Background: an optimization exercise with open tools, aiming at small area, a short achievable clock period and few clock cycles. Do not read the settings as production practice. RTL that was checked went through simulation tests only; none was proved equivalent to the original. No functional check of the RTL was part of run 4. Power is estimated from default activity; no workload was simulated.

$ cat flow/flow/run.sh
#!/bin/bash
# Standard ORFS layout with two changes to how it is made:
#  * the resizer may swap cells across footprints (MATCH_CELL_FOOTPRINT=0);
#  * while the ports are buffered (global placement), delay cells are
#    don't-use, so the port buffers are plain buffers.
set -euo pipefail
here=$(pwd)
bash standard.sh synth > synth.log 2>&1
bash standard.sh PRE_GLOBAL_PLACE_TCL="$here/flow/gp_pre.tcl" MATCH_CELL_FOOTPRINT=0 finish > layout.log 2>&1
$ cat flow/config.mk
export PLATFORM = sky130hd
export DESIGN_NAME = cache_ctrl
export DESIGN_NICKNAME = cache_ctrl
export VERILOG_FILES = /design/flow/design.v
export SDC_FILE = /design/flow/constraint.sdc
export NUM_CORES = 4
export LEC_CHECK = 0
export CAP_MARGIN = 20
export CORE_MARGIN = 2
export CORE_UTILIZATION = 60
export CTS_CLUSTER_DIAMETER = 100
export CTS_CLUSTER_SIZE = 24
export SETUP_SLACK_MARGIN = 1.6
export SLEW_MARGIN = 20
$ cat flow/design.v
module cache_ctrl #(
   parameter int ADDR_W      = 10,
   parameter int NUM_BLOCKS  = 4,
   parameter int BLOCK_WORDS = 4,
   parameter int CNT_W       = 16
) (
   input  logic                      clk,
   input  logic                      rst_n,
   input  logic                      cpu_req_valid,
   output logic                      cpu_req_ready,
   input  logic                      cpu_we,
   input  logic [ADDR_W-1:0]         cpu_addr,
   input  logic [31:0]               cpu_wdata,
   output logic                      cpu_resp_valid,
   output logic [31:0]               cpu_rdata,
   output logic                      mem_req,
   output logic                      mem_we,
   output logic [ADDR_W-1:0]         mem_addr,
   output logic [32*BLOCK_WORDS-1:0] mem_wdata,
   input  logic [32*BLOCK_WORDS-1:0] mem_rdata,
   input  logic                      mem_done,
   output logic [CNT_W-1:0]          hit_cnt,
   output logic [CNT_W-1:0]          miss_cnt
);
   localparam int TAG_W  = ADDR_W - 6;
   localparam int LINE_W = 32 * BLOCK_WORDS;
   logic [NUM_BLOCKS-1:0] valid_arr;
   logic [NUM_BLOCKS-1:0] dirty_arr;
   logic [TAG_W-1:0]      tag_arr  [NUM_BLOCKS];
   logic [LINE_W-1:0]     data_arr [NUM_BLOCKS];
   logic             r_v;
   logic             r_hit;
   logic [TAG_W-1:0] r_tag;
   logic [1:0]       r_idx;
   logic [1:0]       r_word;
   logic             r_we;
   logic [31:0]      r_wdata;
   logic             rd_q;
   logic             rdy;
   logic [TAG_W-1:0] mem_tag;
   logic [LINE_W-1:0] line_buf;
   logic [BLOCK_WORDS-1:0] wen_q  [NUM_BLOCKS];   
   logic [BLOCK_WORDS-1:0] wsel_q;                 
   logic [TAG_W-1:0] in_tag;
   logic [1:0]       in_idx;
   logic [1:0]       in_word;
   logic             in_hit;
   logic             in_victim_dirty;
   logic             rd_done;
   logic             wb_done;
   logic             accept;
   logic             acc_miss;
   logic             unused_addr_bits;
   assign unused_addr_bits = ^cpu_addr[1:0];
   assign in_tag  = cpu_addr[ADDR_W-1:6];
   assign in_idx  = cpu_addr[5:4];
   assign in_word = cpu_addr[3:2];
   assign in_hit          = valid_arr[in_idx] && (tag_arr[in_idx] == in_tag);
   assign in_victim_dirty = valid_arr[in_idx] && dirty_arr[in_idx];
   assign rd_done = rd_q && mem_done;
   assign wb_done = mem_we && mem_done;
   assign cpu_req_ready = rdy || rd_done;
   assign accept        = cpu_req_valid && cpu_req_ready;
   assign acc_miss      = accept && !in_hit;
   assign mem_addr  = {mem_tag, r_idx, 4'h0};
   assign mem_wdata = line_buf;
   logic       n_rd;
   logic [1:0] n_idx;
   logic [1:0] n_word;
   logic       n_we;
   logic       n_commit;
   always_comb begin
      n_rd = rd_q;
      if (wb_done) n_rd = 1'b1;
      if (rd_done) n_rd = 1'b0;
      if (acc_miss) n_rd = !in_victim_dirty;
      n_idx    = accept ? in_idx  : r_idx;
      n_word   = accept ? in_word : r_word;
      n_we     = accept ? cpu_we  : r_we;
      n_commit = accept && in_hit && cpu_we;
   end
   always_ff @(posedge clk or negedge rst_n) begin
      if (!rst_n) begin
         rdy            <= 1'b1;
         r_v            <= 1'b0;
         mem_req        <= 1'b0;
         mem_we         <= 1'b0;
         rd_q           <= 1'b0;
         cpu_resp_valid <= 1'b0;
         valid_arr      <= '0;
         dirty_arr      <= '0;
         hit_cnt        <= '0;
         miss_cnt       <= '0;
         wsel_q         <= '0;
         for (int l = 0; l < NUM_BLOCKS; l++) wen_q[l] <= '0;
      end else begin
         r_v            <= accept;
         cpu_resp_valid <= (r_v && r_hit) || rd_done;
         rd_q           <= n_rd;
         if (wb_done) mem_we <= 1'b0;
         if (rd_done) begin
            mem_req <= 1'b0;
            rdy     <= 1'b1;
         end
         if (accept) begin
            valid_arr[in_idx] <= 1'b1;
            dirty_arr[in_idx] <= cpu_we || (in_hit && dirty_arr[in_idx]);
            if (!in_hit) begin
               mem_req <= 1'b1;
               mem_we  <= in_victim_dirty;
               rdy     <= 1'b0;
            end
         end
         for (int w = 0; w < BLOCK_WORDS; w++) begin
            wsel_q[w] <= n_rd && !(n_we && n_word == 2'(w));
            for (int l = 0; l < NUM_BLOCKS; l++) begin
               wen_q[l][w] <= (n_idx == 2'(l)) && (n_rd || (n_commit && in_word == 2'(w)));
            end
         end
         if (r_v) begin
            if (r_hit) begin
               if (hit_cnt != {CNT_W{1'b1}}) hit_cnt <= hit_cnt + CNT_W'(1);
            end else begin
               if (miss_cnt != {CNT_W{1'b1}}) miss_cnt <= miss_cnt + CNT_W'(1);
            end
         end
      end
   end
   always_ff @(posedge clk) begin
      if (accept) begin
         r_hit           <= in_hit;
         r_tag           <= in_tag;
         r_idx           <= in_idx;
         r_word          <= in_word;
         r_we            <= cpu_we;
         r_wdata         <= cpu_wdata;
         tag_arr[in_idx] <= in_tag;
         mem_tag         <= in_victim_dirty ? tag_arr[in_idx] : in_tag;
      end else if (wb_done) begin
         mem_tag <= r_tag;
      end
   end
   logic [31:0] wsrc [BLOCK_WORDS];
   always_comb begin
      for (int w = 0; w < BLOCK_WORDS; w++) begin
         wsrc[w] = wsel_q[w] ? mem_rdata[32*w +: 32] : r_wdata;
      end
   end
   always_ff @(posedge clk) begin
      for (int l = 0; l < NUM_BLOCKS; l++) begin
         for (int w = 0; w < BLOCK_WORDS; w++) begin
            if (wen_q[l][w]) data_arr[l][32*w +: 32] <= wsrc[w];
         end
      end
   end
   logic [LINE_W-1:0]      lb_line;
   logic [BLOCK_WORDS-1:0] lb_byp;
   assign lb_line = data_arr[in_idx];
   assign lb_byp  = wen_q[in_idx];
   always_ff @(posedge clk) begin
      if (!mem_we) begin
         for (int w = 0; w < BLOCK_WORDS; w++) begin
            line_buf[32*w +: 32] <= lb_byp[w] ? wsrc[w] : lb_line[32*w +: 32];
         end
      end
   end
   logic [BLOCK_WORDS-1:0] rsel_lb_q;
   logic [BLOCK_WORDS-1:0] rsel_mem_q;
   logic [31:0]            rd_word;
   always_ff @(posedge clk) begin
      for (int w = 0; w < BLOCK_WORDS; w++) begin
         rsel_lb_q[w]  <= !n_rd && n_word == 2'(w);
         rsel_mem_q[w] <= n_rd && n_word == 2'(w);
      end
   end
   always_comb begin
      rd_word = '0;
      for (int w = 0; w < BLOCK_WORDS; w++) begin
         rd_word = rd_word | ({32{rsel_lb_q[w]}}  & line_buf[32*w +: 32])
                           | ({32{rsel_mem_q[w]}} & mem_rdata[32*w +: 32]);
      end
   end
   always_ff @(posedge clk) begin
      cpu_rdata <= rd_word;
   end
endmodule
$ cat flow/flow/gp_pre.tcl
# Keep delay cells out of the port buffers inserted in this step.
set_dont_use [get_lib_cells {sky130_fd_sc_hd__clkdlybuf4s* sky130_fd_sc_hd__dlygate* sky130_fd_sc_hd__dlymetal*}]
$ cat flow/constraint.sdc
create_clock -name core_clock -period 4.0 [get_ports {clk}]
set_input_delay 0.8000 -clock core_clock [delete_from_list [all_inputs] [get_ports {clk}]]
set_output_delay 0.8000 -clock core_clock [all_outputs]
set_load 0.01 [all_outputs]
$ cat flow/standard.sh
#!/bin/bash
# synth_recipe.tcl (not shown) runs the flow's synth.tcl, then flattens the netlist and writes it again
# the make line also repeats each setting of config.mk as NAME=value (left out here)
make -C /OpenROAD-flow-scripts/flow DESIGN_CONFIG=/design/flow/config.mk WORK_HOME=/design/flow/orfs CLKGATE_MAP_FILE= SYNTH_SCRIPT=/design/flow/synth_recipe.tcl "${@:-finish}"
==> results of run 1 <==
[cell usage after synthesis (11+ instances only)]
cell	n
edfxtp_1	697
nand2_1	292
o21ai_0	268
a222oi_1	132
mux2_2	130
a22oi_1	128
clkbuf_1	117
dfrtp_1	65
dfxtp_1	45
nor2_1	44
nand4_1	41
buf_1	22
xnor2_1	19
inv_1	14
xor2_1	13
and3_1	11
[where the power goes]
group | total (mW) | internal [mW] | switching, mW
Clock | 4.54 | 1.97 | 2.57
Combinational | 4.26 | 1.44 | 2.82
Sequential | 12.5 | 10.9 | 1.63
Total | 21.3 | 14.3 | 7.02
[metrics by stage]
step	power [mW]	hold WS, ns	area, µm²	setup slack, ns
final	21.3	0.317	35500	1.64
after global routing	21.9	0.340	35500	1.59
after CTS	21.2	0.326	35400	1.59
after detailed placement	16.8	0.453	34200	0.494
after global placement	16.6	0.443	34200	0.544
after floorplan	14.2	0.425	32200	1.30
[layout make-up]
| type | count | area, µm² | share of cell area, % |
|---|---|---|---|
| diodes | 5 | 12.5 | 0.0352 |
| clock buffers | 70 | 1140 | 3.22 |
| clock inverters | 1 | 8.76 | 0.0247 |
| inverters | 15 | 76.3 | 0.215 |
| multi-input cells | 1175 | 7930 | 22.3 |
| flip-flops and latches | 808 | 23500 | 66.2 |
| well taps | 688 | 861 | 2.42 |
| repair buffers | 445 | 1950 | 5.49 |
[sequential cells by signal, summed over array words and instances (netlist names), 2 cells and up]
register / cells
cpu_rdata: 32
data_arr: 512
dirty_arr: 4
hit_cnt: 16
line_buf: 128
mem_tag: 4
miss_cnt: 16
r_idx: 2
r_tag: 4
r_wdata: 32
r_word: 2
rsel_lb_q: 4
rsel_mem_q: 4
tag_arr: 16
valid_arr: 4
wen_q: 16
wsel_q: 4
[critical path, stage by stage]
cell,delay [ns]
clkbuf_2,0.23
buf_4,0.27
ha_4,0.34
a222oi_1,0.20
a21oi_4,0.44
buf_12,0.25
o21ai_0,0.13
[worst min-delay path by stage]
stage                        startpoint                       end  cells after the start
2_1_floorplan  valid_arr[1]$_DFFE_PN0P_  valid_arr[1]$_DFFE_PN0P_                      1
3_3_place_gp   valid_arr[2]$_DFFE_PN0P_  valid_arr[2]$_DFFE_PN0P_                      1
3_5_place_dp   valid_arr[1]$_DFFE_PN0P_  valid_arr[1]$_DFFE_PN0P_                      1
4_1_cts                           rst_n       wsel_q[3]$_DFF_PN0_                      1
5_1_grt                   cpu_wdata[16]     r_wdata[16]$_DFFE_PP_                      1
6_report                          rst_n       wsel_q[3]$_DFF_PN0_                      1
[per-layer routing]
layer	GRT usage, %	vias up
met4	20.7	6
met5	0	-
li1	-	9134
met2	59.0	1623
met3	7.97	253
met1	51.6	11100
[cell families after synthesis]
| group | Yosys count | share of synthesized area [%] |
|---|---|---|
| mux | 140 | 5.17 |
| simple gates | 426 | 5.76 |
| other cells | 1 | 0.0117 |
| compound gates | 561 | 12.2 |
| buf+inv | 164 | 2.05 |
| flops | 808 | 73.5 |
| xor+xnor | 34 | 0.979 |
| fa+ha+maj | 10 | 0.391 |
[timing repair]
item                                   4_1_cts  5_1_grt
gates cloned                                 0        0
pin swaps                                    1        2
endpoints found under the hold margin        0        0
setup buffers                                6        4
gates resized for setup                     12       18
setup endpoints to repair                  170      167
==> notes.md, run 1 <==
share of cells above drive strength 1: 11.7%
startpoint types: input port
FF-to-FF End: line_buf[90]$_DFFE_PN_
Max Cap Violations: 0
first-pass GRT wire length: 151 mm
most frequent cells in the layout: edfxtp_1, buf_1, nand2_1, o21ai_0, a222oi_1
number of detailed-route iterations in the first pass: 8
final hold vios: 0
DR WL/cell: 33.4 µm
Layout area overhead: 11.1%
Layout Utilization: 67.4%
Critical Path End: line_buf[90]$_DFFE_PN_
Die X: 235 µm
leak pwr: 11.8 nW
CTS clock-pin slew for the worst setup and hold paths: 0.09 ns
initial antenna violation count: 6
CP Capture Type: flip-flop
worst vdd ir: 692 µV
IO buf count: 374
status: timing/DRC/antenna clean
ys async rst share: 8.17%
Synth area leader: edfxtp_1
FF-to-FF path depth: 4
initial core utilization: 60.7%
placed instance count: 3,121
DRC viols: 0
largest net degree at the start of global routing: 67
# IOs: 381
WL final: 107 mm
PwrDens: 601 nW/µm²
Slew HR: 19.9%
vias in the first global route: 20,600
# fillers: 3,800
Yosys Warn Count: 4
Row Count: 84
Area contributors post-synth: edfxtp_1, dfrtp_1, mux2_2
fin. max-slew vios: 0
Placer Congestion: 1.02
Peak Freq: 423 MHz
crit path DAT: 2.69 ns
distinct cell type count after synthesis: 57
number of endpoints failing setup at the final stage: 0
critical path startpoint: cpu_addr[4]
Final Critical Period: 2.36 ns
EDFF count, synth: 697
drt initial violations: 3,417
Primary FF master, synth: edfxtp_1
Synth Instances: 2,144
Synth Register Bits: 808
CP max FO: 32
RR Startpoint: wen_q[2][2]$_DFF_PN0_
Least-Margin Pin Slew: 1.20 ns
Avg Inst Size Synth: 14.9 µm²
Hold Crit Class: in2async
# H-tree levels: 2
DIE HEIGHT: 235 µm
Metal-1 WL: 38.5 mm
Setup CP Type: in2reg
Final Cycle Share: 59.1%
CTS max path bufs: 3
Post-Syn Area: 32,000 µm²
all-layer global routing usage: 38.3%
Req. time, crit path: 4.33 ns
core area: 52,700 µm²
met3 WL: 12.4 mm
TritonCTS buffer count: 39
DR vias: 22,100
hold-fix buffers at CTS: 0
Final #Nets: 2,669
highest metal used: met5
HPWL after DPL: 72.0 mm
setup_tns: 0 ns
die area: 55,100 µm²
Yosys top cell area share: 65.5%
clock tree from TritonCTS: done
commonest non-fill, non-tap cell in the layout: edfxtp_1
Clock Sinks: 808
Met2 Wirelength: 49.7 mm
Finished Layout Cells: 3,207
clk latency of the worst-skew pair: 0.60 ns
Detail Route Antenna Nets: 0
total gr overflow: 0
sequential share of the synthesized area: 73.5%
RSZ-0062 raised after global routing: yes
Reg2Reg Setup Slack: 1.64 ns
vias per cell: 6.90
root buffer cell: clkbuf_16
Clock Skews: 0.0229 ns
Testbench counts, summed over its fixed seeds: cycles 33,730.
==> inputs of run 2 (changes only) <==
--- a/flow/config.mk
+++ b/flow/config.mk
@@ -11,4 +11,4 @@
 export CTS_CLUSTER_DIAMETER = 100
 export CTS_CLUSTER_SIZE = 24
-export SETUP_SLACK_MARGIN = 1.6
+export SETUP_SLACK_MARGIN = 1.9
 export SLEW_MARGIN = 20
==> run 2 against run 1 <==
Effect of this change:
- sequential power about the same
- via count up 2.5%
- flip-flop and latch count stayed put
- sequential share of layout area decreased by 2.8 points
- cell count increased by 2.6%
- register-to-register slack improved by 0.26 ns
- clock-buffer cell count fell by 1
==> notes.md, run 2 <==
Layout area overhead: 16.2%
DR WL/cell: 33.9 µm
largest net degree at the start of global routing: 111
Peak Freq: 455 MHz
Post-synth top cells: edfxtp_1, nand2_1, o21ai_0
TritonCTS buffer count: 39
clock tree from TritonCTS: done
IO buf count: 374
compound-gate portion of the synthesized area: 12.2%
Synth Register Bits: 808
WL final: 112 mm
commonest non-fill, non-tap cell in the layout: edfxtp_1
Clock Power Share: 20.8%
Req. time, crit path: 3.20 ns
Post-DP Area: 34,200 µm²
number of detailed-route iterations in the first pass: 9
Hold Crit Class: in2async
RR Startpoint: wen_q[0][3]$_DFF_PN0_
share of cells above drive strength 1: 18.6%
Post-Syn Area: 32,000 µm²
multiplexer share of the synthesized area: 5.17%
switch share: 33.0%
post-synthesis xor/xnor area fraction: 0.979%
PwrDens: 589 nW/µm²
Area contributors post-synth: edfxtp_1, dfrtp_1, mux2_2
Final #Nets: 2,758
root buffer cell: clkbuf_16
ys async rst share: 8.17%
FF-to-FF path depth: 1
Yosys Warn Count: 4
Final Critical Period: 2.20 ns
Largest register FFs: 512
all-layer global routing usage: 38.1%
FF-to-FF End: data_arr[0][113]$_DFFE_PP_
most common cell in the netlist: edfxtp_1
setup_tns: 0 ns
sequential share of the synthesized area: 73.5%
vias in the first global route: 21,000
Detail Route Antenna Nets: 0
hold-fix buffers at CTS: 0
Primary FF master, synth: edfxtp_1
placed instance count: 3,116
Setup CP Type: reg2out
fin. max-slew vios: 0
CTS max path bufs: 3
worst vdd ir: 457 µV
vias per cell: 6.89
status: timing/DRC/antenna clean
Max Cap Violations: 0
RSZ-0062 raised after global routing: yes
Row Count: 84
Finished Layout Cells: 3,291
Largest regs: data_arr x512, line_buf x128
# H-tree levels: 2
Avg Inst Size Synth: 14.9 µm²
Placer Congestion: 0.900
# fillers: 3,624
Least-Margin Pin Slew: 1.23 ns
Yosys top cell area share: 65.5%
total gr overflow: 0
final hold vios: 0
# IOs: 381
Clock Sinks: 808
distinct cell type count after synthesis: 57
initial core utilization: 60.7%
part of the power in combinational logic: 22.4%
DRC viols: 0
most frequent cells in the layout: edfxtp_1, buf_1, nand2_1, o21ai_0, a222oi_1
adder-cell share of the synthesized area: 0.391%
CTS clock-pin slew for the worst setup and hold paths: 0.10 ns
Synth Instances: 2,144
drt initial violations: 3,883
Clock Skews: 0.0246 ns
Reg2Reg Setup Slack: 1.90 ns
core area: 52,700 µm²
crit path DAT: 1.40 ns
leak pwr: 12.7 nW
DIE HEIGHT: 235 µm
Final Cycle Share: 55.0%
Antenna diodes: 0
sw power: 7.22 mW
CP max FO: 6
CP Capture Type: output pin
Die X: 235 µm
Layout Utilization: 70.6%
startpoint types: flip-flop
first-pass GRT wire length: 150 mm
main combinational cell family by area after synthesis: compound AO/OA/AOI/OAI gates
EDFF count, synth: 697
Largest Register: data_arr
Flop pwr share: 56.9%
DR vias: 22,700
HPWL after DPL: 69.4 mm
Int Power: 14.7 mW
die area: 55,100 µm²
number of endpoints failing setup at the final stage: 0
initial antenna violation count: 7
Synth Area in Simple Gates: 5.76%
total power: 21.9 mW
clk latency of the worst-skew pair: 0.62 ns
Final Cell Area: 37,200 µm²
Synth area leader: edfxtp_1
Slew HR: 18.0%
## run 2: changes by cell type in the layout (fill, tap and decap cells not counted), sizes merged
cell      change
buf          +55
clkbuf       +32
diode         -5
clkinv        +2
clkinvlp      +1
inv           -1
## run 2: metrics by stage
| stage | hold WS (ns) | setup slack (ns) |
|---|---|---|
| final | 0.201 | 1.80 |
| after global routing | 0.236 | 1.77 |
| after CTS | 0.205 | 1.72 |
| after detailed placement | 0.457 | 0.762 |
| after global placement | 0.448 | 0.793 |
| after floorplan | 0.429 | 1.30 |
## run 2: power by group through the flow
stage	logic, mW	registers, mW	clock network (mW)
floorplan	2.43	11.9	0
global placement	4.03	12.6	0
detailed placement	4.13	12.6	0
CTS	4.44	12.4	4.57
global route	5.13	12.5	4.84
finish	4.89	12.4	4.55
## run 2: logic make-up after synthesis
family / count (synthesis)
simple gates: 426
flops: 808
xor+xnor: 34
fa+ha+maj: 10
compound gates: 561
buf+inv: 164
other cells: 1
mux: 140
## run 2: cell type report
class / count / area [µm²] / share of cell area (%)
timing repair inverter: 1 / 5.00 / 0.0135
multi-input combinational: 1175 / 8260 / 22.2
inverter: 15 / 88.8 / 0.239
clock inverter: 2 / 12.5 / 0.0337
tap: 688 / 861 / 2.32
sequential: 808 / 23600 / 63.4
clock buffer: 69 / 1130 / 3.04
timing repair buffer: 533 / 3240 / 8.71
## run 2: how the worst max path moves through the flow
stage / startpoint / end / slack, ns / cells after the start
final: rd_q$_DFF_PN0_ / cpu_req_ready / 1.80 / 2
after global routing: line_buf[105]$_DFFE_PN_ / mem_wdata[105] / 1.77 / 1
after CTS: rdy$_DFF_PN1_ / cpu_req_ready / 1.72 / 2
after detailed placement: cpu_addr[5] / rsel_lb_q[2]$_DFF_P_ / 0.76 / 9
after global placement: cpu_addr[4] / line_buf[18]$_DFFE_PN_ / 0.79 / 7
after floorplan: mem_we$_DFF_PN0_ / line_buf[0]$_DFFE_PN_ / 1.30 / 1
## run 2: critical path: stages, from the launching register on
cell and delay [ns]:
dfrtp_1 0.43, a21o_4 0.25, buf_6 0.12
## run 2: repair_timing
item / CTS / global route
pin swaps: 18 / 23
setup endpoints to repair: 283 / 269
resized for setup: 116 / 128
cloned: 2 / 13
setup buffers: 58 / 31
## run 2: metal layers
layer	GRT usage, %	wire length (µm)	vias to the layer above
met5	0	61	-
met4	14.9	5130	10
met3	10.0	16600	255
met2	58.0	50500	1822
met1	53.3	39300	11300
li1	-	-	9311
==> inputs of run 3 (changes only) <==
--- a/flow/config.mk
+++ b/flow/config.mk
@@ -11,4 +11,4 @@
 export CTS_CLUSTER_DIAMETER = 100
 export CTS_CLUSTER_SIZE = 24
-export SETUP_SLACK_MARGIN = 1.9
+export SETUP_SLACK_MARGIN = 1.75
 export SLEW_MARGIN = 20
==> run 3 against run 2 <==
Effect of this change:
- flip-flop and latch count unchanged
- cell count shrank 2.6%
- via count fell by 3.7%
- routed wire length shrank 7.1%
- clock skew decreased by 0.0063 ns
- die area unchanged
- worst setup slack worse by 0.024 ns
- global-route usage fell by 0.92 points
- power decreased by 3.0%
- clock-buffer cell count decreased by 2
- non-clock buffer count decreased by 87
- maximum frequency shrank 1.1%
- critical path type is now reg2reg
- largest cell class unchanged
- largest power group unchanged
- highest routed layer unchanged
==> notes.md, run 3 <==
Synth area leader: edfxtp_1
vias in the first global route: 20,800
Clock Power Share: 21.1%
DRC viols: 0
Placer Congestion: 0.857
worst slack, placed: 0.617 ns
Area contributors post-synth: edfxtp_1, dfrtp_1, mux2_2
# H-tree levels: 2
initial antenna violation count: 6
worst vdd ir: 461 µV
part of the power in combinational logic: 19.8%
Max Cap Violations: 0
die area: 55,100 µm²
DIE HEIGHT: 235 µm
# IOs: 381
Largest Register: data_arr
vias per cell: 6.81
clock tree from TritonCTS: done
Clock Sinks: 808
first-pass GRT wire length: 148 mm
CTS max path bufs: 3
crit path DAT: 2.55 ns
Synth Instances: 2,144
ys async rst share: 8.17%
commonest non-fill, non-tap cell in the layout: edfxtp_1
Final Critical Period: 2.22 ns
TritonCTS buffer count: 39
sequential share of the synthesized area: 73.5%
Primary FF master, synth: edfxtp_1
total gr overflow: 0
fin. max-slew vios: 0
Row Count: 84
Detail Route Antenna Nets: 0
drt initial violations: 3,548
PwrDens: 595 nW/µm²
RSZ-0062 raised after global routing: no
distinct cell type count after synthesis: 57
share of cells above drive strength 1: 12.5%
Hold Crit Class: in2async
CP Capture Type: flip-flop
clk latency of the worst-skew pair: 0.59 ns
Avg Inst Size Synth: 14.9 µm²
largest net degree at the start of global routing: 82
most frequent cells in the layout: edfxtp_1, buf_1, nand2_1, o21ai_0, a222oi_1
Int Power: 14.3 mW
final hold vios: 0
leak pwr: 11.9 nW
final setup margin: 1.78 ns
Peak Freq: 450 MHz
Post-Syn Area: 32,000 µm²
DR vias: 21,800
Layout area overhead: 11.6%
Final Cycle Share: 55.6%
switch share: 32.5%
Post-synth top cells: edfxtp_1, nand2_1, o21ai_0
HPWL after DPL: 68.5 mm
WL final: 104 mm
most common cell in the netlist: edfxtp_1
root buffer cell: clkbuf_16
Least-Margin Pin Slew: 1.27 ns
IO buf count: 374
Clock Skews: 0.0183 ns
Die X: 235 µm
Req. time, crit path: 4.32 ns
sw power: 6.90 mW
number of endpoints failing setup at the final stage: 0
CP max FO: 42
Synth Register Bits: 808
EDFF count, synth: 697
Largest register FFs: 512
Flop pwr share: 59.1%
Yosys top cell area share: 65.5%
initial core utilization: 60.7%
status: timing/DRC/antenna clean
core area: 52,700 µm²
DR WL/cell: 32.4 µm
Final #Nets: 2,670
Setup CP Type: reg2reg
# fillers: 3,814
Largest regs: data_arr x512, line_buf x128
startpoint types: flip-flop
CTS clock-pin slew for the worst setup and hold paths: 0.10 ns
Yosys Warn Count: 4
hold-fix buffers at CTS: 0
number of detailed-route iterations in the first pass: 8
setup_tns: 0 ns
Slew HR: 15.2%
all-layer global routing usage: 37.2%
[run 3: cell counts after synthesis]
No cell type changed its count.
[run 3: what timing repair did]
item	CTS	global route
setup endpoints to repair	178	82
pin swaps	4	6
gates resized for setup	37	20
buffers inserted	13	3
gates cloned	0	0
[run 3: worst max-delay path, stage by stage (launching register included)]
cell,delay (ns)
dfrtp_2,0.89
a222oi_1,0.33
a21oi_4,0.22
buf_8,0.29
o21ai_1,0.15
[run 3: final timing paths]
check | startpoint | endpoint | slack [ns] | cells after the start
max | wen_q[3][1]$_DFF_PN0_ | line_buf[45]$_DFFE_PN_ | 1.78 | 4
max in group asynchronous | rst_n | hit_cnt[15]$_DFFE_PN0P_ | 2.76 | 2
min reg2reg | dirty_arr[0]$_DFFE_PN0P_ | dirty_arr[0]$_DFFE_PN0P_ | 0.48 | 2
min in group core_clock | cpu_wdata[8] | r_wdata[8]$_DFFE_PP_ | 0.37 | 1
min | rst_n | rd_q$_DFF_PN0_ | 0.27 | 1
max reg2reg | wen_q[3][1]$_DFF_PN0_ | line_buf[45]$_DFFE_PN_ | 1.78 | 4
[run 3: through the flow]
stage	cell area (µm²)	power, mW	std cells	util (%)	hold slack, ns
after CTS	35500	21.1	3197	67.5	0.267
after global placement	34200	16.6	3116	64.9	0.444
after floorplan	32300	14.3	2147	-	0.425
after detailed placement	34200	16.7	3116	64.9	0.455
after global routing	35700	21.9	3202	67.7	0.311
final	35700	21.2	3205	67.7	0.269
[run 3: cell type report]
| type | instances | area [µm²] | share of cell area (%) |
|---|---|---|---|
| multi-input cells | 1175 | 8050 | 22.6 |
| clock inverters | 1 | 8.76 | 0.0246 |
| flip-flops and latches | 808 | 23500 | 66.0 |
| clock buffers | 67 | 1120 | 3.15 |
| well taps | 688 | 861 | 2.41 |
| diodes | 5 | 12.5 | 0.0351 |
| inverters | 15 | 76.3 | 0.214 |
| repair buffers | 446 | 2000 | 5.61 |
[run 3: cells by family (layout without fill, tap and decap cells)]
family	after synthesis	after routing	synth area share [%]
DFF	808	808	73.5
and+or+nand+nor	426	426	5.76
xor gates and xnor gates	34	34	0.979
adders and majority gates	10	10	0.391
other	1	9	0.0117
AOI/OAI and AO/OA	561	561	12.2
buffers and inverters	164	529	2.05
muxes	140	140	5.17
[run 3: power groups by stage]
stage | Clock [mW] | Sequential [mW] | Combinational [mW]
final | 4.48 | 12.6 | 4.19
after global routing | 4.82 | 12.6 | 4.46
after CTS | 4.53 | 12.5 | 4.09
after detailed placement | 0 | 12.7 | 4.03
after global placement | 0 | 12.6 | 3.93
after floorplan | 0 | 11.9 | 2.42
[run 3: layer usage]
metal,up-vias,GRT usage (%),part of all wire [%]
li1,9117,-,-
met1,11000,52.6,38
met2,1536,56.6,45
met3,208,8.65,13
met4,4,15.1,4.5
met5,-,0,0.025
==> inputs of run 4 (changes only) <==
--- a/flow/design.v
+++ b/flow/design.v
@@ -39,5 +39,5 @@
    logic             rdy;
    logic [TAG_W-1:0] mem_tag;
-   logic [LINE_W-1:0] line_buf;
+   logic [LINE_W-1:0] cur_line;
    logic [BLOCK_WORDS-1:0] wen_q  [NUM_BLOCKS];   
    logic [BLOCK_WORDS-1:0] wsel_q;                 
@@ -64,5 +64,5 @@
    assign acc_miss      = accept && !in_hit;
    assign mem_addr  = {mem_tag, r_idx, 4'h0};
-   assign mem_wdata = line_buf;
+   assign mem_wdata = cur_line;
    logic       n_rd;
    logic [1:0] n_idx;
@@ -103,7 +103,8 @@
             rdy     <= 1'b1;
          end
+         if (r_v && !r_hit) dirty_arr[r_idx] <= r_we;
          if (accept) begin
             valid_arr[in_idx] <= 1'b1;
-            dirty_arr[in_idx] <= cpu_we || (in_hit && dirty_arr[in_idx]);
+            if (cpu_we) dirty_arr[in_idx] <= 1'b1;
             if (!in_hit) begin
                mem_req <= 1'b1;
@@ -154,13 +155,12 @@
       end
    end
-   logic [LINE_W-1:0]      lb_line;
-   logic [BLOCK_WORDS-1:0] lb_byp;
-   assign lb_line = data_arr[in_idx];
-   assign lb_byp  = wen_q[in_idx];
+   logic [NUM_BLOCKS-1:0] lsel_q;
    always_ff @(posedge clk) begin
-      if (!mem_we) begin
-         for (int w = 0; w < BLOCK_WORDS; w++) begin
-            line_buf[32*w +: 32] <= lb_byp[w] ? wsrc[w] : lb_line[32*w +: 32];
-         end
+      for (int l = 0; l < NUM_BLOCKS; l++) lsel_q[l] <= (n_idx == 2'(l));
+   end
+   always_comb begin
+      cur_line = '0;
+      for (int l = 0; l < NUM_BLOCKS; l++) begin
+         cur_line = cur_line | ({LINE_W{lsel_q[l]}} & data_arr[l]);
       end
    end
@@ -177,5 +177,5 @@
       rd_word = '0;
       for (int w = 0; w < BLOCK_WORDS; w++) begin
-         rd_word = rd_word | ({32{rsel_lb_q[w]}}  & line_buf[32*w +: 32])
+         rd_word = rd_word | ({32{rsel_lb_q[w]}}  & cur_line[32*w +: 32])
                            | ({32{rsel_mem_q[w]}} & mem_rdata[32*w +: 32]);
       end
--- a/flow/config.mk
+++ b/flow/config.mk
@@ -11,4 +11,4 @@
 export CTS_CLUSTER_DIAMETER = 100
 export CTS_CLUSTER_SIZE = 24
-export SETUP_SLACK_MARGIN = 1.75
+export SETUP_SLACK_MARGIN = 1.5
 export SLEW_MARGIN = 20
==> run 4 against run 3 <==
Effect of this change:
- first-iteration DRC count decreased by 21%
- sequential power decreased by about 40%
- via count decreased by 13%
- largest cell class unchanged
- highest routed layer unchanged
==> notes.md, run 4 <==
Slew HR: 15.4%
Clock Sinks: 684
largest net degree at the start of global routing: 37
Final #Nets: 2,475
TritonCTS buffer count: 34
leak pwr: 12.1 nW
worst vdd ir: 384 µV
Placer Congestion: 0.841
vias per cell: 6.54
all-layer global routing usage: 35.6%
Yosys Warn Count: 4
number of endpoints failing setup at the final stage: 0
CP Capture Type: output pin
initial core utilization: 60.7%
first-pass GRT wire length: 119 mm
EDFF count, synth: 569
sw power: 2.30 mW
number of detailed-route iterations in the first pass: 8
total gr overflow: 0
total power: 11.7 mW
Flop pwr share: 65.0%
crit path DAT: 1.83 ns
DRC viols: 0
die area: 46,500 µm²
Yosys top cell area share: 63.6%
compound-gate portion of the synthesized area: 11.9%
Final Critical Period: 2.63 ns
IO buf count: 374
final hold vios: 0
switch share: 19.6%
root buffer cell: clkbuf_16
drt initial violations: 2,809
Reg2Reg Setup Slack: 1.42 ns
sequential share of the synthesized area: 73.4%
Final Cycle Share: 65.8%
RSZ-0062 raised after global routing: yes
adder-cell share of the synthesized area: 0.326%
FF-to-FF path depth: 16
HPWL after DPL: 43.6 mm
PwrDens: 342 nW/µm²
Peak Freq: 380 MHz
Synth Instances: 1,755
Post-Syn Area: 26,900 µm²
ys async rst share: 9.65%
Row Count: 77
Synth Register Bits: 684
Int Power: 9.41 mW
most common cell in the netlist: edfxtp_1
Largest Register: data_arr
# IOs: 381
part of the power in combinational logic: 1.2%
Clock Skews: 0.0169 ns
Req. time, crit path: 3.20 ns
initial antenna violation count: 4
distinct cell type count after synthesis: 50
CTS max path bufs: 3
setup_tns: 0 ns
core area: 44,200 µm²
post-synthesis xor/xnor area fraction: 0.946%
Setup CP Type: reg2out
multiplexer share of the synthesized area: 6.35%
Layout area overhead: 27.6%
Primary FF master, synth: edfxtp_1
DR WL/cell: 29.4 µm
most frequent cells in the layout: edfxtp_1, buf_1, a22oi_2, nand2_1, mux2_2
Post-synth top cells: edfxtp_1, a22oi_1, nand2_1
DR vias: 19,000
startpoint types: flip-flop
Finished Layout Cells: 2,910
RR Startpoint: lsel_q[2]$_DFF_P_
Largest register FFs: 512
Least-Margin Pin Slew: 1.27 ns
# H-tree levels: 2
Area contributors post-synth: edfxtp_1, a22oi_1, dfrtp_1
WL final: 85.7 mm
main combinational cell family by area after synthesis: compound AO/OA/AOI/OAI gates
share of cells above drive strength 1: 38.0%
Avg Inst Size Synth: 15.3 µm²
CTS clock-pin slew for the worst setup and hold paths: 0.09 ns
Hold Crit Class: in2async
fin. max-slew vios: 0
clk latency of the worst-skew pair: 0.59 ns
CP max FO: 6
status: timing/DRC/antenna clean
Synth Area in Simple Gates: 5.22%
Synth area leader: edfxtp_1
vias in the first global route: 18,300
Clock Power Share: 33.8%
placed instance count: 2,646
Max Cap Violations: 0
Die X: 216 µm
clock tree from TritonCTS: done
FF-to-FF End: cpu_rdata[26]$_DFF_P_
Detail Route Antenna Nets: 0
commonest non-fill, non-tap cell in the layout: edfxtp_1
hold-fix buffers at CTS: 0
DIE HEIGHT: 216 µm
Largest regs: data_arr x512, cpu_rdata x32, r_wdata x32
==> run 4: cell count changes after synthesis, moves of 7 or more <==
cell      previous run  this run
nand4_1             41        11
clkbuf_1           117        84
o21ai_0            268        16
nor2_1              44        35
and3_1              11         4
a222oi_1           132        32
a22oi_1            128       321
nand2_1            292       234
edfxtp_1           697       569
o21a_1               0        12
a21oi_1              9        42
==> run 4: worst max-delay path by stage <==
| stage | from | end | slack (ns) | cells past startpoint |
|---|---|---|---|---|
| floorplan | cpu_addr[4] | wsel_q[0]$_DFF_PN0_ | 1.24 | 7 |
| global placement | cpu_addr[4] | wen_q[0][1]$_DFF_PN0_ | 0.64 | 7 |
| detailed placement | cpu_addr[4] | wen_q[3][1]$_DFF_PN0_ | 0.62 | 7 |
| CTS | lsel_q[1]$_DFF_P_ | mem_wdata[24] | 1.42 | 6 |
| global route | lsel_q[0]$_DFF_P_ | mem_wdata[127] | 1.33 | 6 |
| finish | lsel_q[0]$_DFF_P_ | mem_wdata[127] | 1.37 | 6 |
==> run 4: final cells by class <==
type,instances,area [µm²]
antenna,1,2.50
clock buffer,59,1010
clock inverter,1,16.3
fill,2656,9950
inverter,16,60.1
multi-input combinational,951,8040
sequential,684,19800
tap,592,741
timing repair buffer,606,4610
==> run 4: power by group through the flow <==
stage / clock (mW) / combinational [mW] / sequential (mW)
after floorplan: 0 / 0.0301 / 7.77
after global placement: 0 / 0.133 / 7.77
after detailed placement: 0 / 0.135 / 7.77
after CTS: 3.96 / 0.137 / 7.61
after global routing: 4.20 / 0.155 / 7.61
final: 3.96 / 0.141 / 7.61
==> run 4: per-layer routing <==
| layer | wire length (µm) | global-route usage (%) | vias to the layer above |
|---|---|---|---|
| met4 | 3030 | 12.0 | 8 |
| met3 | 9280 | 8.87 | 224 |
| met2 | 41300 | 57.7 | 1301 |
| met1 | 32000 | 47.7 | 9544 |
| li1 | - | - | 7967 |
| met5 | 55 | 0 | - |
==> run 4: stage by stage <==
stage | cell area [µm²] | hold slack (ns) | setup slack [ns] | utilization (%)
after floorplan | 26900 | 0.429 | 1.24 | -
after global placement | 28900 | 0.446 | 0.644 | 65.3
after detailed placement | 28900 | 0.461 | 0.622 | 65.3
after CTS | 33300 | 0.338 | 1.42 | 75.2
after global routing | 34300 | 0.362 | 1.33 | 77.5
final | 34300 | 0.330 | 1.37 | 77.5
==> run 4: critical path: stages (launching register included) <==
cell	delay, ns
dfxtp_4	0.42
buf_8	0.16
buf_12	0.14
a22oi_2	0.19
nand2_2	0.10
buf_6	0.13
buf_6	0.12
==> run 4: repair_timing <==
action | CTS | global route
buffers inserted | 151 | 15
endpoints found under the setup margin | 157 | 161
pin swaps | 99 | 74
hold endpoints to repair | 0 | 0
gates resized for setup | 528 | 200
cloned | 31 | 6
==> run 4: logic make-up after synthesis <==
family,after synthesis
other cells,1
simple gates,330
flops,684
compound gates,435
mux,146
xor+xnor,29
fa+ha+maj,7
buf+inv,123
==> inputs of run 5 (changes only) <==
--- a/flow/design.v
+++ b/flow/design.v
@@ -39,7 +39,9 @@
    logic             rdy;
    logic [TAG_W-1:0] mem_tag;
-   logic [LINE_W-1:0] cur_line;
+   logic [LINE_W-1:0] line_buf;
    logic [BLOCK_WORDS-1:0] wen_q  [NUM_BLOCKS];   
    logic [BLOCK_WORDS-1:0] wsel_q;                 
+   logic [BLOCK_WORDS-1:0] commit_q;               
+   logic [NUM_BLOCKS-1:0]  ridx_q;                 
    logic [TAG_W-1:0] in_tag;
    logic [1:0]       in_idx;
@@ -64,5 +66,5 @@
    assign acc_miss      = accept && !in_hit;
    assign mem_addr  = {mem_tag, r_idx, 4'h0};
-   assign mem_wdata = cur_line;
+   assign mem_wdata = line_buf;
    logic       n_rd;
    logic [1:0] n_idx;
@@ -92,6 +94,4 @@
          hit_cnt        <= '0;
          miss_cnt       <= '0;
-         wsel_q         <= '0;
-         for (int l = 0; l < NUM_BLOCKS; l++) wen_q[l] <= '0;
       end else begin
          r_v            <= accept;
@@ -113,10 +113,4 @@
             end
          end
-         for (int w = 0; w < BLOCK_WORDS; w++) begin
-            wsel_q[w] <= n_rd && !(n_we && n_word == 2'(w));
-            for (int l = 0; l < NUM_BLOCKS; l++) begin
-               wen_q[l][w] <= (n_idx == 2'(l)) && (n_rd || (n_commit && in_word == 2'(w)));
-            end
-         end
          if (r_v) begin
             if (r_hit) begin
@@ -127,4 +121,14 @@
          end
       end
+   end
+   always_ff @(posedge clk) begin
+      for (int w = 0; w < BLOCK_WORDS; w++) begin
+         wsel_q[w]   <= n_rd && !(n_we && n_word == 2'(w));
+         commit_q[w] <= n_commit && in_word == 2'(w);
+         for (int l = 0; l < NUM_BLOCKS; l++) begin
+            wen_q[l][w] <= (n_idx == 2'(l)) && (n_rd || (n_commit && in_word == 2'(w)));
+         end
+      end
+      for (int l = 0; l < NUM_BLOCKS; l++) ridx_q[l] <= (n_idx == 2'(l));
    end
    always_ff @(posedge clk) begin
@@ -155,12 +159,20 @@
       end
    end
-   logic [NUM_BLOCKS-1:0] lsel_q;
+   logic [NUM_BLOCKS-1:0]  lb_sel;
+   logic [LINE_W-1:0]      lb_line;
+   logic [BLOCK_WORDS-1:0] lb_byp;
+   always_comb begin
+      lb_line = '0;
+      for (int l = 0; l < NUM_BLOCKS; l++) begin
+         lb_sel[l] = mem_we ? ridx_q[l] : (in_idx == 2'(l));
+         lb_line   = lb_line | ({LINE_W{lb_sel[l]}} & data_arr[l]);
+      end
+      for (int w = 0; w < BLOCK_WORDS; w++) begin
+         lb_byp[w] = ridx_q[in_idx] && (rd_q || commit_q[w]);
+      end
+   end
    always_ff @(posedge clk) begin
-      for (int l = 0; l < NUM_BLOCKS; l++) lsel_q[l] <= (n_idx == 2'(l));
-   end
-   always_comb begin
-      cur_line = '0;
-      for (int l = 0; l < NUM_BLOCKS; l++) begin
-         cur_line = cur_line | ({LINE_W{lsel_q[l]}} & data_arr[l]);
+      for (int w = 0; w < BLOCK_WORDS; w++) begin
+         line_buf[32*w +: 32] <= lb_byp[w] ? wsrc[w] : lb_line[32*w +: 32];
       end
    end
@@ -177,5 +189,5 @@
       rd_word = '0;
       for (int w = 0; w < BLOCK_WORDS; w++) begin
-         rd_word = rd_word | ({32{rsel_lb_q[w]}}  & cur_line[32*w +: 32])
+         rd_word = rd_word | ({32{rsel_lb_q[w]}}  & line_buf[32*w +: 32])
                            | ({32{rsel_mem_q[w]}} & mem_rdata[32*w +: 32]);
       end
--- a/flow/config.mk
+++ b/flow/config.mk
@@ -11,4 +11,4 @@
 export CTS_CLUSTER_DIAMETER = 100
 export CTS_CLUSTER_SIZE = 24
-export SETUP_SLACK_MARGIN = 1.5
+export SETUP_SLACK_MARGIN = 1.65
 export SLEW_MARGIN = 20
==> run 5 against run 4 <==
Effect of this change:
- register-to-register slack improved by 0.35 ns
- first-iteration DRC count rose by 0.75%
- synthesized cell count rose by 16%
- sequential share of layout area rose by 8.1 points
- clock skew rose by 0.0057 ns
- die area rose by 13%
- largest cell class unchanged
- highest routed layer unchanged
==> notes.md, run 5 <==
CP most frequent cell: buf_6
root buffer cell: clkbuf_16
all-layer global routing usage: 36.9%
compound-gate portion of the synthesized area: 13.3%
Max Cap Violations: 0
main combinational cell family by area after synthesis: compound AO/OA/AOI/OAI gates
Clock Power Share: 31.4%
Largest regs: data_arr x512, line_buf x128
Layout area overhead: 11.3%
Req. time, crit path: 4.53 ns
worst vdd ir: 329 µV
EDFF count, synth: 569
Primary FF master, synth: edfxtp_1
number of detailed-route iterations in the first pass: 6
# fillers: 3,601
clk latency of the worst-skew pair: 0.60 ns
Synth Register Bits: 816
vias in the first global route: 19,500
ys async rst share: 5.64%
Largest register FFs: 512
Clock Sinks: 816
Int Power: 11.2 mW
core area: 50,100 µm²
Yosys Warn Count: 4
setup_tns: 0 ns
Row Count: 82
most common cell in the netlist: edfxtp_1
drt initial violations: 2,830
# H-tree levels: 2
Synth area leader: edfxtp_1
die area: 52,500 µm²
hold-fix buffers at CTS: 0
status: timing/DRC/antenna clean
Synth Instances: 2,035
Yosys top cell area share: 56.2%
# IOs: 381
register area: 22,300 µm²
WL final: 97.7 mm
DR WL/cell: 31.8 µm
CTS max path bufs: 3
most frequent cells in the layout: edfxtp_1, a22oi_1, buf_1, dfxtp_1, nor2_1
TritonCTS buffer count: 39
area of the multi-input gates: 7710 µm²
sw power: 3.12 mW
fin. max-slew vios: 0
Post-synth top cells: edfxtp_1, a22oi_1, dfxtp_1
DIE HEIGHT: 229 µm
multiplexer share of the synthesized area: 5.63%
commonest non-fill, non-tap cell in the layout: edfxtp_1
switch share: 21.8%
Clock Skews: 0.0226 ns
PwrDens: 423 nW/µm²
Flop pwr share: 64.0%
Final Cycle Share: 56.5%
post-synthesis xor/xnor area fraction: 0.951%
Peak Freq: 442 MHz
Final #Nets: 2,558
part of the power in combinational logic: 4.6%
Least-Margin Pin Slew: 1.26 ns
CTS clock-pin slew for the worst setup and hold paths: 0.10 ns
Critical Path Max Stage Delay: 0.54 ns
share of cells above drive strength 1: 10.9%
Slew HR: 16.2%
initial antenna violation count: 3
Die X: 229 µm
Detail Route Antenna Nets: 0
Max stage delay cell, worst path: mux4_2
cell breakdown of the critical path: buf_6 -> mux4_2 -> xor2_1 -> nor4_4 -> buf_6 -> mux2i_4 -> inv_2 -> nor2_1
IO buf count: 374
HPWL after DPL: 66.0 mm
adder-cell share of the synthesized area: 0.288%
CP max FO: 10
Post-Syn Area: 30,400 µm²
Synth Area in Simple Gates: 4.72%
crit path DAT: 2.79 ns
first-pass GRT wire length: 139 mm
DR vias: 20,800
DRC viols: 0
Hold Crit Class: in2async
largest net degree at the start of global routing: 99
Setup CP Type: in2reg
Largest Register: data_arr
clock tree from TritonCTS: done
final hold vios: 0
Final Critical Period: 2.26 ns
Crit path max-delay family: multiplexers
Layout Utilization: 67.6%
number of endpoints failing setup at the final stage: 0
Placer Congestion: 0.931
startpoint types: input port
RSZ-0062 raised after global routing: no
Crit path buffers/inverters: 3
distinct cell type count after synthesis: 45
initial core utilization: 60.7%
CP Capture Type: flip-flop
Area contributors post-synth: edfxtp_1, dfxtp_1, a22oi_1
vias per cell: 6.75
total gr overflow: 0
sequential share of the synthesized area: 73.3%
leak pwr: 11.0 nW
Avg Inst Size Synth: 14.9 µm²
run 5: power by group through the flow:
stage               Sequential (mW)  Combinational [mW]  Clock [mW]
floorplan                      9.34               0.253           0
global placement               9.36               0.632           0
detailed placement             9.36               0.639           0
CTS                            9.17               0.644        4.52
global route                   9.17               0.694        4.80
finish                         9.17               0.657        4.49
run 5: area by class of cell:
type                    instances  area share [%]
multi-input cells            1077            22.8
diodes                          1         0.00740
flip-flops and latches        816            65.9
well taps                     672            2.49
repair buffers                433            5.40
inverters                       9          0.0999
clock buffers                  69            3.34
run 5: worst paths after layout:
kind	depth (start not counted)	endpoint	slack (ns)	start
worst max register to register	7	rsel_lb_q[0]$_DFF_P_	1.77	tag_arr[3][1]$_DFFE_PP_
worst max-delay path	8	rsel_lb_q[0]$_DFF_P_	1.74	cpu_addr[4]
worst min register to register	1	valid_arr[2]$_DFFE_PN0P_	0.47	valid_arr[2]$_DFFE_PN0P_
min in group core_clock	1	r_wdata[18]$_DFFE_PP_	0.36	cpu_wdata[18]
max in group asynchronous	2	miss_cnt[9]$_DFFE_PN0P_	2.84	rst_n
worst min-delay path	1	valid_arr[0]$_DFFE_PN0P_	0.32	rst_n
run 5: metal layers:
layer | global-route usage (%) | routed length, µm
met5 | 0 | 9
met2 | 56.7 | 44900
met3 | 7.54 | 11100
met1 | 50.6 | 36100
met4 | 18.9 | 5560
run 5: cells by family after synthesis:
family | after synthesis
flip-flops | 816
AO/OA/AOI/OAI | 570
AND/OR/NAND/NOR | 316
multiplexers | 146
buffers and inverters | 146
XOR/XNOR | 33
adder cells (fa/ha/maj) | 7
other | 1
run 5: what timing repair did:
item / in CTS / in global routing
gates cloned: 1 / 0
setup buffers: 1 / 1
setup endpoints to repair: 187 / 29
resized for setup: 13 / 5
pin swaps: 0 / 1
run 5: metrics by stage:
| step | hold slack, ns | worst slack, ns | area [µm²] | std cells | power, mW |
|---|---|---|---|---|---|
| 2_1_floorplan | 0.434 | 1.14 | 30500 | 2038 | 9.59 |
| 3_3_place_gp | 0.446 | 0.432 | 32600 | 3004 | 9.99 |
| 3_5_place_dp | 0.447 | 0.443 | 32600 | 3004 | 10.0 |
| 4_1_cts | 0.341 | 1.65 | 33800 | 3075 | 14.3 |
| 5_1_grt | 0.353 | 1.66 | 33800 | 3076 | 14.7 |
| 6_report | 0.323 | 1.74 | 33800 | 3077 | 14.3 |
Testbench counts of run 5, summed over its fixed seeds: cycles 33,730.
==> inputs of run 6 (changes only) <==
--- a/flow/config.mk
+++ b/flow/config.mk
@@ -11,4 +11,4 @@
 export CTS_CLUSTER_DIAMETER = 100
 export CTS_CLUSTER_SIZE = 24
-export SETUP_SLACK_MARGIN = 1.65
+export SETUP_SLACK_MARGIN = 1.85
 export SLEW_MARGIN = 20
==> run 6 against run 5 <==
Effect of this change:
- sequential share of layout area decreased by 1.3 points
- sequential power about the same
- die area is the same
- critical path type is now reg2out
- via count shrank 0.19%
- synthesized cell count unchanged
- maximum frequency is 1.2% higher
==> notes.md, run 6 <==
Post-Syn Area: 30,400 µm²
final hold vios: 0
Final Cell Area: 34,600 µm²
EDFF count, synth: 569
CP Capture Type: output pin
Max Cap Violations: 0
largest net degree at the start of global routing: 51
sw power: 3.10 mW
Critical Path Max Stage Delay: 0.53 ns
Largest regs: data_arr x512, line_buf x128
switch share: 21.6%
Final #Nets: 2,595
initial antenna violation count: 4
number of detailed-route iterations in the first pass: 7
Synth Register Bits: 816
Synth area leader: edfxtp_1
RSZ-0062 raised after global routing: yes
HPWL after DPL: 64.0 mm
drt initial violations: 2,705
Area contributors post-synth: edfxtp_1, dfxtp_1, a22oi_1
vias in the first global route: 19,600
Yosys top cell area share: 56.2%
worst slack, placed: 0.345 ns
cell breakdown of the critical path: a21o_1 -> buf_2
Int Power: 11.2 mW
fin. max-slew vios: 0
Detail Route Antenna Nets: 0
Setup CP Type: reg2out
root buffer cell: clkbuf_16
Max stage delay cell, worst path: dfstp_2
final setup margin: 1.77 ns
initial core utilization: 60.7%
Layout Utilization: 69.0%
most frequent cells in the layout: edfxtp_1, a22oi_1, buf_1, dfxtp_1, nor2_1
CTS max path bufs: 3
first-pass GRT wire length: 138 mm
Die X: 229 µm
main combinational cell family by area after synthesis: compound AO/OA/AOI/OAI gates
# H-tree levels: 2
Slew HR: 18.1%
multiplexer share of the synthesized area: 5.63%
CTS clock-pin slew for the worst setup and hold paths: 0.10 ns
Clock Sinks: 816
DRC viols: 0
Layout area overhead: 13.7%
status: timing/DRC/antenna clean
compound-gate portion of the synthesized area: 13.3%
Least-Margin Pin Slew: 1.23 ns
sequential share of the synthesized area: 73.3%
post-synthesis xor/xnor area fraction: 0.951%
Largest register FFs: 512
all-layer global routing usage: 36.7%
DR vias: 20,700
Clock Power Share: 31.4%
Row Count: 82
commonest non-fill, non-tap cell in the layout: edfxtp_1
setup_tns: 0 ns
part of the power in combinational logic: 4.8%
adder-cell share of the synthesized area: 0.288%
Req. time, crit path: 3.20 ns
DIE HEIGHT: 229 µm
vias per cell: 6.64
Crit path max-delay family: flip-flops
Peak Freq: 448 MHz
most common cell in the netlist: edfxtp_1
crit path DAT: 1.43 ns
ys async rst share: 5.64%
IO buf count: 374
Final Cycle Share: 55.9%
Yosys Warn Count: 4
die area: 52,500 µm²
Crit path buffers/inverters: 1
leak pwr: 11.3 nW
clk latency of the worst-skew pair: 0.60 ns
startpoint types: flip-flop
Hold Crit Class: in2async
Primary FF master, synth: edfxtp_1
Synth Area in Simple Gates: 4.72%
clock tree from TritonCTS: done
distinct cell type count after synthesis: 45
Clock Skews: 0.0246 ns
CP max FO: 4
Post-synth top cells: edfxtp_1, a22oi_1, dfxtp_1
WL final: 98.7 mm
Placer Congestion: 0.980
# IOs: 381
share of cells above drive strength 1: 14.0%
Avg Inst Size Synth: 14.9 µm²
core area: 50,100 µm²
Synth Instances: 2,035
total gr overflow: 0
number of endpoints failing setup at the final stage: 0
Final Critical Period: 2.23 ns
Post-DP Area: 32,800 µm²
PwrDens: 415 nW/µm²
worst vdd ir: 333 µV
DR WL/cell: 31.7 µm
TritonCTS buffer count: 39
Flop pwr share: 63.8%
Largest Register: data_arr
==> run 6: logic make-up (layout without fill, tap and decap cells) <==
family          count (synthesis)  after routing
compound gates                570            572
xor+xnor                       33             33
fa+ha+maj                       7              7
buf+inv                       146            549
flops                         816            816
mux                           146            146
other cells                     1              7
simple gates                  316            316
==> run 6: layout make-up <==
class | instances | area, µm²
Sequential cell | 816 | 22300
Clock buffer | 71 | 1140
Timing Repair Buffer | 469 | 2370
Fill cell | 3615 | 15500
Multi-Input combinational cell | 1078 | 7840
Antenna cell | 3 | 7.51
Inverter | 9 | 36.3
Tap cell | 672 | 841
==> run 6: worst paths after layout <==
| path | startpoint | endpoint | slack, ns | cells past startpoint |
|---|---|---|---|---|
| worst max-delay path | rdy$_DFF_PN1_ | cpu_req_ready | 1.77 | 2 |
| worst min-delay path | rst_n | valid_arr[0]$_DFFE_PN0P_ | 0.30 | 1 |
| worst max register to register | tag_arr[3][1]$_DFFE_PP_ | rsel_mem_q[2]$_DFF_P_ | 1.81 | 7 |
| worst min register to register | valid_arr[3]$_DFFE_PN0P_ | valid_arr[3]$_DFFE_PN0P_ | 0.48 | 1 |
| max in group asynchronous | rst_n | miss_cnt[15]$_DFFE_PN0P_ | 2.92 | 2 |
| min in group core_clock | cpu_wdata[27] | r_wdata[27]$_DFFE_PP_ | 0.35 | 1 |
==> run 6: per-layer routing <==
| layer | vias up | wire (µm) | GRT usage [%] |
|---|---|---|---|
| met5 | - | 12 | 0 |
| met4 | 2 | 5700 | 18.3 |
| met3 | 232 | 10200 | 7.36 |
| met2 | 1353 | 46000 | 57.4 |
| met1 | 10400 | 36800 | 49.5 |
| li1 | 8770 | - | - |
==> run 6: timing repair <==
item | 4_1_cts | 5_1_grt
hold buffers | 0 | 0
setup buffers | 20 | 9
endpoints found under the setup margin | 255 | 198
cloned | 1 | 4
gates resized for setup | 41 | 30
pin swaps | 2 | 6
==> run 6: worst reg2reg max path, cell delays in order, from the launching register on <==
cell      delay, ns
edfxtp_1       0.37
mux4_2         0.52
xor2_2         0.19
nor4_4         0.30
buf_6          0.17
mux2i_4        0.33
buf_4          0.16
nor2_1         0.03
==> run 6: power by group through the flow <==
stage               sequential [mW]  clock [mW]  combinational, mW
global placement               9.33           0              0.648
detailed placement             9.33           0              0.653
finish                         9.14        4.51              0.690
CTS                            9.14        4.54              0.666
global route                   9.15        4.83              0.733
floorplan                      9.34           0              0.256
==> run 6: stage by stage <==
stage | instances | power, mW | hold slack (ns)
6_report | 3118 | 14.3 | 0.296
5_1_grt | 3118 | 14.7 | 0.342
4_1_cts | 3100 | 14.3 | 0.336
3_5_place_dp | 3008 | 9.99 | 0.448
3_3_place_gp | 3007 | 9.98 | 0.446
2_1_floorplan | 2038 | 9.59 | 0.434
==> inputs of run 7 (changes only) <==
--- a/flow/config.mk
+++ b/flow/config.mk
@@ -8,7 +8,7 @@
 export CAP_MARGIN = 20
 export CORE_MARGIN = 2
-export CORE_UTILIZATION = 60
+export CORE_UTILIZATION = 65
 export CTS_CLUSTER_DIAMETER = 100
 export CTS_CLUSTER_SIZE = 24
-export SETUP_SLACK_MARGIN = 1.85
+export SETUP_SLACK_MARGIN = 1.75
 export SLEW_MARGIN = 20
==> run 7 against run 6 <==
Effect of this change:
- clock-buffer cell count is the same
- critical path depth grew 6
- register-to-register slack lost 0.03 ns
- cell area shrank 2.0%
- die area shrank 7.6%
- first-iteration DRC count grew 9.9%
- cell count shrank 3.2%
- sequential power is essentially flat
- combinational power shrank 5.2%
- flip-flop and latch count is the same
- clock skew shrank 0.0086 ns
- worst hold slack gained 0.042 ns
- largest cell class unchanged
- largest power group unchanged
- highest routed layer is now met4
==> notes.md, run 7 <==
Peak Freq: 448 MHz
Finished Layout Cells: 3,017
TritonCTS buffer count: 39
core area: 46,400 µm²
Layout area overhead: 11.5%
Post-synth top cells: edfxtp_1, a22oi_1, dfxtp_1
FF-to-FF End: rsel_mem_q[2]$_DFF_P_
startpoint types: input port
crit path DAT: 2.72 ns
number of detailed-route iterations in the first pass: 6
root buffer cell: clkbuf_16
Primary FF master, synth: edfxtp_1
leak pwr: 11.0 nW
Synth Register Bits: 816
Slew HR: 15.8%
cell breakdown of the critical path: buf_8 -> mux4_2 -> xor2_2 -> nor4_4 -> buf_6 -> mux2i_4 -> buf_6 -> nor2_2
Area contributors post-synth: edfxtp_1, dfxtp_1, a22oi_1
Avg Inst Size Synth: 14.9 µm²
Final #Nets: 2,560
EDFF count, synth: 569
total gr overflow: 0
Req. time, crit path: 4.49 ns
CTS clock-pin slew for the worst setup and hold paths: 0.10 ns
most frequent cells in the layout: edfxtp_1, a22oi_1, buf_1, dfxtp_1, nor2_1
Max Cap Violations: 0
Critical Path Max Stage Delay: 0.56 ns
Crit path max-delay family: multiplexers
Synth Instances: 2,035
status: timing/DRC/antenna clean
placed instance count: 2,936
final hold vios: 0
RSZ-0062 raised after global routing: yes
Largest register FFs: 512
Yosys Warn Count: 4
worst vdd ir: 397 µV
CP Capture Type: flip-flop
vias in the first global route: 19,400
number of endpoints failing setup at the final stage: 0
# IOs: 381
vias per cell: 6.90
first-pass GRT wire length: 131 mm
PwrDens: 421 nW/µm²
FF-to-FF path depth: 7
Setup CP Type: in2reg
clock tree from TritonCTS: done
fin. max-slew vios: 0
share of cells above drive strength 1: 11.6%
die area: 48,500 µm²
drt initial violations: 2,973
# fillers: 3,050
Reg2Reg Setup Slack: 1.78 ns
setup_tns: 0 ns
Largest Register: data_arr
Max stage delay cell, worst path: mux4_2
CTS max path bufs: 3
Detail Route Antenna Nets: 0
all-layer global routing usage: 38.4%
WL final: 94.9 mm
ys async rst share: 5.64%
Yosys top cell area share: 56.2%
most common cell in the netlist: edfxtp_1
initial core utilization: 65.5%
Synth area leader: edfxtp_1
Post-Syn Area: 30,400 µm²
Final Cycle Share: 55.8%
IO buf count: 374
Final Critical Period: 2.23 ns
HPWL after DPL: 61.9 mm
Die X: 220 µm
DR WL/cell: 31.5 µm
DIE HEIGHT: 220 µm
sequential share of the synthesized area: 73.3%
Clock Skews: 0.0160 ns
Clock Sinks: 816
Hold Crit Class: in2async
CP max FO: 9
largest net degree at the start of global routing: 85
RR Startpoint: tag_arr[3][1]$_DFFE_PP_
CP most frequent cell: buf_6
Largest regs: data_arr x512, line_buf x128
Crit path buffers/inverters: 3
distinct cell type count after synthesis: 45
Row Count: 79
commonest non-fill, non-tap cell in the layout: edfxtp_1
Least-Margin Pin Slew: 1.26 ns
DR vias: 20,800
initial antenna violation count: 2
DRC viols: 0
Placer Congestion: 0.944
# H-tree levels: 2
clk latency of the worst-skew pair: 0.60 ns
==> run 7: cell counts after synthesis <==
Identical to the previous run, type by type.
==> run 7: where the power goes <==
part | leakage, nW | total (mW) | switching [mW] | internal (mW)
logic | 3.05 | 0.654 | 0.434 | 0.221
registers | 7.41 | 9.14 | 0.106 | 9.03
clock network | 0.541 | 4.48 | 2.53 | 1.95
total | 11.0 | 14.3 | 3.07 | 11.2
==> run 7: how the worst max path moves through the flow <==
| stage | end | cells past startpoint | slack [ns] | start |
|---|---|---|---|---|
| floorplan | rsel_lb_q[1]$_DFF_P_ | 7 | 1.14 | cpu_addr[4] |
| global placement | rsel_lb_q[2]$_DFF_P_ | 8 | 0.53 | cpu_addr[4] |
| detailed placement | rsel_lb_q[1]$_DFF_P_ | 8 | 0.47 | cpu_addr[4] |
| CTS | cpu_req_ready | 2 | 1.76 | rdy$_DFF_PN1_ |
| global route | rsel_mem_q[2]$_DFF_P_ | 7 | 1.70 | tag_arr[2][1]$_DFFE_PP_ |
| finish | rsel_mem_q[2]$_DFF_P_ | 8 | 1.77 | cpu_addr[4] |
==> run 7: worst reg2reg max path, cell delays in order (launching register included) <==
cell and delay, ns:
edfxtp_1 0.37, mux4_2 0.53, xor2_2 0.19, nor4_4 0.31, buf_6 0.20, mux2i_4 0.31, buf_6 0.17, nor2_2 0.04
==> run 7: kinds of logic after synthesis <==
family                     after synthesis  share of synthesized area [%]
DFF                                    816                           73.3
AOI/OAI and AO/OA                      570                           13.3
and+or+nand+nor                        316                           4.72
muxes                                  146                           5.63
buffers and inverters                  146                           1.86
xor gates and xnor gates                33                          0.951
adders and majority gates                7                          0.288
other                                    1                         0.0123
==> run 7: through the flow <==
stage          instance area, µm²  hold WS, ns  util (%)  setup slack, ns  total power [mW]
2_1_floorplan               30600        0.434         -             1.14              9.59
6_report                    33900        0.338      73.1             1.77              14.3
3_5_place_dp                32500        0.456      70.2            0.474              9.96
3_3_place_gp                32500        0.449      70.2            0.529              9.96
5_1_grt                     33900        0.348      73.0             1.70              14.6
4_1_cts                     33700        0.346      72.8             1.76              14.3
==> run 7: repair_timing <==
action / 4_1_cts / 5_1_grt
gates resized for setup: 13 / 25
pin swaps: 0 / 4
cloned: 0 / 1
setup endpoints to repair: 208 / 98
setup buffers: 6 / 1
hold buffers: 0 / 0
==> run 7: final cells by class <==
type,instances,area (µm²),share of cell area (%)
Tap cell,607,759,2.24
Multi-Input combinational cell,1077,7750,22.9
Inverter,9,36.3,0.107
Timing Repair Buffer,435,1880,5.55
Antenna cell,2,5.00,0.0148
Sequential cell,816,22300,65.8
Clock buffer,71,1140,3.36
==> run 7: routing by layer <==
layer / up-vias / global-route usage [%] / wire [µm]
met5: - / 0 / 0
met4: 0 / 21.9 / 6360
met3: 258 / 8.37 / 11000
met2: 1506 / 59.7 / 43800
met1: 10300 / 50.8 / 33800
li1: 8696 / - / -

## afterwards: timing with drivers on the ports
Ports are ideal in the flow. The routed layouts listed here were re-timed in OpenROAD.
Step 1 assumes that a clkbuf_16 drives the clock port and a buf_2 every other input.
Step 2, shift: input delay + t, output delay - t, t = (earliest + latest rising clock arrival at the registers) / 2. This alone moves slack from input paths to output paths.
Slacks: no drivers / after step 1 / after step 2; pairs: no drivers / after step 1.
| run | t, ns | slack for setup (ns) | clock arrival spread, ns |
|---|---|---|---|
| run 1 | 0.654 | 1.636 / 1.644 / 1.020 | 0.024 / 0.024 |
| run 2 | 0.661 | 1.801 / 1.740 / 1.174 | 0.033 / 0.033 |
| run 3 | 0.649 | 1.776 / 1.715 / 1.176 | 0.026 / 0.025 |
| run 4 | 0.634 | 1.367 / 1.307 / 1.005 | 0.024 / 0.024 |
| run 5 | 0.657 | 1.738 / 1.701 / 1.105 | 0.022 / 0.022 |
| run 6 | 0.654 | 1.766 / 1.705 / 1.173 | 0.027 / 0.028 |
| run 7 | 0.657 | 1.766 / 1.715 / 1.119 | 0.016 / 0.017 |
After both steps setup and hold are still met in every run listed. The setup slack of run 7, which loses most, moves by -0.051 ns with the drivers and by -0.647 ns with both steps.
